This design comes from an exercise in tuning for small area and a short achievable clock period on the open sky130 flow, not from production work.
Function was checked by simulation only, so behaviour that the tests miss may differ from the original.
No activity file was given, so power comes from the tool's default toggle rates.

==> flow/design.v (excerpt) <==
module mips_core
   (
      input  logic                  i_clock,
      input  logic                  i_arst_n,
      input  logic                  i_run,
      input  logic                  i_load_en,
      input  logic [PC_W-1:0]       i_load_addr,
      input  logic [INSTR_W-1:0]    i_load_data,
      output logic [PC_W-1:0]       o_pc,
      output logic                  o_halt,
      output logic                  o_wb_en,
      output logic [REG_ADDR_W-1:0] o_wb_reg,
      output logic [DATA_W-1:0]     o_wb_data
   );
clock: 12.5 ns
lec_check: 0
cap_margin: 20
core_margin: 2
core_utilization: 50
cts_cluster_diameter: 90
cts_cluster_size: 22
setup_slack_margin: 3
slew_margin: 20
synth_hierarchical: 1
synth_minimum_keep_size: 0
standard.sh (not shown) runs the stock make flow with config.mk's settings and CLKGATE_MAP_FILE= SYNTH_SCRIPT=/design/flow/synth_recipe.tcl, a recipe that flattens the netlist after the stock synthesis.
==> flow/flow/run.sh <==
#!/bin/bash
# Layout flow: the standard flow (standard.sh) with these changes, made for
# timing, not for what is measured:
#  - from placement on, the setup margin that timing repair aims for is
#    raised, so the resizer keeps shortening the critical paths below the
#    clock period (the floorplan's repair, before any wire is known, keeps the
#    margin of config.mk);
#  - ports are buffered with sky130_fd_sc_hd__buf_4 instead of the default
#    cell, so that repair can size them like any other buffer;
#  - the pins i_run and o_wb_en are placed next to each other (flow/io.tcl).
# The synthesis is the standard one. Each step's output goes to its own log
# in this folder (ORFS also keeps its per-stage logs under orfs/logs).
set -euo pipefail
MARGIN=7.3
bash standard.sh synth > log_synth.txt 2>&1
sed -e "s/SETUP_SLACK_MARGIN=[^ ]*/SETUP_SLACK_MARGIN=${MARGIN}/" standard.sh > layout.sh
export BUFFER_PORTS_ARGS="-buffer_cell sky130_fd_sc_hd__buf_4"
export PRE_IO_PLACEMENT_TCL="$PWD/flow/io.tcl"
bash standard.sh floorplan > log_floorplan.txt 2>&1
bash layout.sh place > log_place.txt 2>&1
bash layout.sh cts > log_cts.txt 2>&1
bash layout.sh route > log_route.txt 2>&1
bash layout.sh finish > log_finish.txt 2>&1
==> flow/flow/io.tcl <==
# Keep i_run and o_wb_en, the ends of the one path from an input straight to
# an output, next to each other on the die's edge.
set_io_pin_constraint -pin_names {i_run o_wb_en} -group -order
Rerun with:
--- a/flow/flow/run.sh
+++ b/flow/flow/run.sh
@@ -13,3 +13,3 @@
 set -euo pipefail
-MARGIN=7.3
+MARGIN=7.6
 bash standard.sh synth > log_synth.txt 2>&1
--- a/flow/config.mk
+++ b/flow/config.mk
@@ -9,3 +9,3 @@
 export CORE_MARGIN = 2
-export CORE_UTILIZATION = 50
+export CORE_UTILIZATION = 52
 export CTS_CLUSTER_DIAMETER = 90
After rerunning:
- The changed run completed without violations
- final area is higher by a few percent
- routed wire length is higher by a few percent
- power is higher slightly
- via count is higher by a few percent
- area after synthesis stays the same
- fmax is higher slightly
- count of clock-buffer cells in the layout is higher by 2
- die area is lower by a few percent
- worst setup slack improves by 0.019 ns
Rerun with:
--- a/flow/flow/run.sh
+++ b/flow/flow/run.sh
@@ -13,3 +13,3 @@
 set -euo pipefail
-MARGIN=7.6
+MARGIN=7.4
 bash standard.sh synth > log_synth.txt 2>&1
=> Non-clock buffer count is lower by 64; critical path depth stays the same; setup slack gains 0.014 ns; cell count goes down by 0.48%; core utilization shrinks by 0.77 points; clock-buffer cell count stays the same.
Rerun with:
--- a/flow/config.mk
+++ b/flow/config.mk
@@ -9,3 +9,3 @@
 export CORE_MARGIN = 2
-export CORE_UTILIZATION = 52
+export CORE_UTILIZATION = 50
 export CTS_CLUSTER_DIAMETER = 90
The new run passed the timing, design-rule and antenna checks.
Global-route usage fell by 2.1 points.
Clock-buffer cell count fell by 2.
Flip-flop and latch count stays the same.

mips_core again, from the RTL that the note above started with.
==> flow/config.mk <==
export PLATFORM = sky130hd
export DESIGN_NAME = mips_core
export DESIGN_NICKNAME = mips_core
export VERILOG_FILES = /design/flow/design.v
export SDC_FILE = /design/flow/constraint.sdc
export NUM_CORES = 8
export LEC_CHECK = 0
export CAP_MARGIN = 20
export CORE_MARGIN = 2
export CORE_UTILIZATION = 52
export CTS_CLUSTER_DIAMETER = 90
export CTS_CLUSTER_SIZE = 25
export SETUP_SLACK_MARGIN = 3
export SLEW_MARGIN = 20
export SYNTH_HIERARCHICAL = 1
export SYNTH_MINIMUM_KEEP_SIZE = 0
==> flow/constraint.sdc <==
create_clock -name core_clock -period 12.5 [get_ports {i_clock}]
set_input_delay 2.5000 -clock core_clock [delete_from_list [all_inputs] [get_ports {i_clock}]]
set_output_delay 2.5000 -clock core_clock [all_outputs]
set_load 0.01 [all_outputs]
==> flow/flow/run.sh <==
#!/bin/bash
# Layout flow: the standard flow (standard.sh) with these changes, made for
# timing, not for what is measured:
#  - from placement on, the setup margin that timing repair aims for is
#    raised, so the resizer keeps shortening the critical paths below the
#    clock period (the floorplan's repair, before any wire is known, keeps the
#    margin of config.mk);
#  - ports are buffered with sky130_fd_sc_hd__buf_4 instead of the default
#    cell, so that repair can size them like any other buffer;
#  - the pins i_run and o_wb_en are placed next to each other (flow/io.tcl).
# The synthesis is the standard one. Each step's output goes to its own log
# in this folder (ORFS also keeps its per-stage logs under orfs/logs).
set -euo pipefail
MARGIN=6.95
bash standard.sh synth > log_synth.txt 2>&1
sed -e "s/SETUP_SLACK_MARGIN=[^ ]*/SETUP_SLACK_MARGIN=${MARGIN}/" standard.sh > layout.sh
export BUFFER_PORTS_ARGS="-buffer_cell sky130_fd_sc_hd__buf_4"
export PRE_IO_PLACEMENT_TCL="$PWD/flow/io.tcl"
bash standard.sh floorplan > log_floorplan.txt 2>&1
bash layout.sh place > log_place.txt 2>&1
bash layout.sh cts > log_cts.txt 2>&1
bash layout.sh route > log_route.txt 2>&1
bash layout.sh finish > log_finish.txt 2>&1
Scripts as last shown in full above: flow/flow/io.tcl
Next try:
--- a/flow/flow/run.sh
+++ b/flow/flow/run.sh
@@ -13,3 +13,3 @@
 set -euo pipefail
-MARGIN=6.95
+MARGIN=7
 bash standard.sh synth > log_synth.txt 2>&1
--- a/flow/config.mk
+++ b/flow/config.mk
@@ -11,3 +11,3 @@
 export CTS_CLUSTER_DIAMETER = 90
-export CTS_CLUSTER_SIZE = 25
+export CTS_CLUSTER_SIZE = 22
 export SETUP_SLACK_MARGIN = 3
After rerunning: The changed run went through all stages and came out clean. Cell count is about the same. Worst setup slack improves by 0.089 ns. Synthesized area is unchanged. Combinational power is about the same. Via count is about the same. Non-clock buffer count goes up by 8. Cell area hardly moves. Global-route usage stays flat.
Next try:
--- a/flow/flow/run.sh
+++ b/flow/flow/run.sh
@@ -13,3 +13,3 @@
 set -euo pipefail
-MARGIN=7
+MARGIN=7.2
 bash standard.sh synth > log_synth.txt 2>&1
After rerunning: Global-route usage goes up by 0.15 points; sequential power stays flat; utilization goes up by 0.75 points; cell count goes up by 0.30%; setup slack improves by 0.21 ns; routed wire length goes up by 0.65%; combinational power goes up by about 5%; non-clock buffer count goes up by 37; clock power barely changes; fmax goes up by 3.9%; clock-buffer cell count stays the same.

-- separate check: timing with driven ports --
Ports are ideal in the flow. The routed layouts listed here were re-timed in OpenROAD.
Step 1 sets driving cells, clkbuf_16 on the clock port and buf_2 on the other inputs (assumed; they add their load-dependent delay and slew).
Step 2 moves the port delays by t, midway between the first and last clock arrival at a register: inputs arrive t later, outputs are due t later. That takes back most of the time a late clock gives input paths.
Slacks: ideal / step 1 / step 2; pairs: ideal / step 1.
run | t, ns | setup WS [ns] | worst hold slack (ns) | worst data-port slew with drivers (ns) | cell pins on the clock port's net
the first run of note 1 | 0.944 | 7.043 / 6.705 / 6.017 | 0.488 / 0.488 / 0.488 | 0.39 | 1
the second run of note 1 | 0.950 | 7.062 / 6.691 / 6.033 | 0.481 / 0.481 / 0.481 | 0.42 | 1
the third run of note 1 | 0.946 | 7.076 / 6.723 / 6.084 | 0.483 / 0.483 / 0.483 | 0.39 | 1
the fourth run of note 1 | 0.942 | 7.043 / 6.705 / 6.023 | 0.486 / 0.486 / 0.486 | 0.39 | 1
the first run of note 2 | 0.937 | 6.728 / 6.623 / 5.865 | 0.490 / 0.490 / 0.490 | 0.37 | 1
the second run of note 2 | 0.946 | 6.817 / 6.719 / 5.773 | 0.483 / 0.483 / 0.483 | 0.38 | 1
the third run of note 2 | 0.950 | 7.029 / 6.718 / 5.981 | 0.478 / 0.478 / 0.478 | 0.39 | 1
After both steps setup and hold are still met in every run listed. The setup slack of the third run of note 2, which loses most, moves by -0.311 ns with the drivers and by -1.048 ns with both steps.
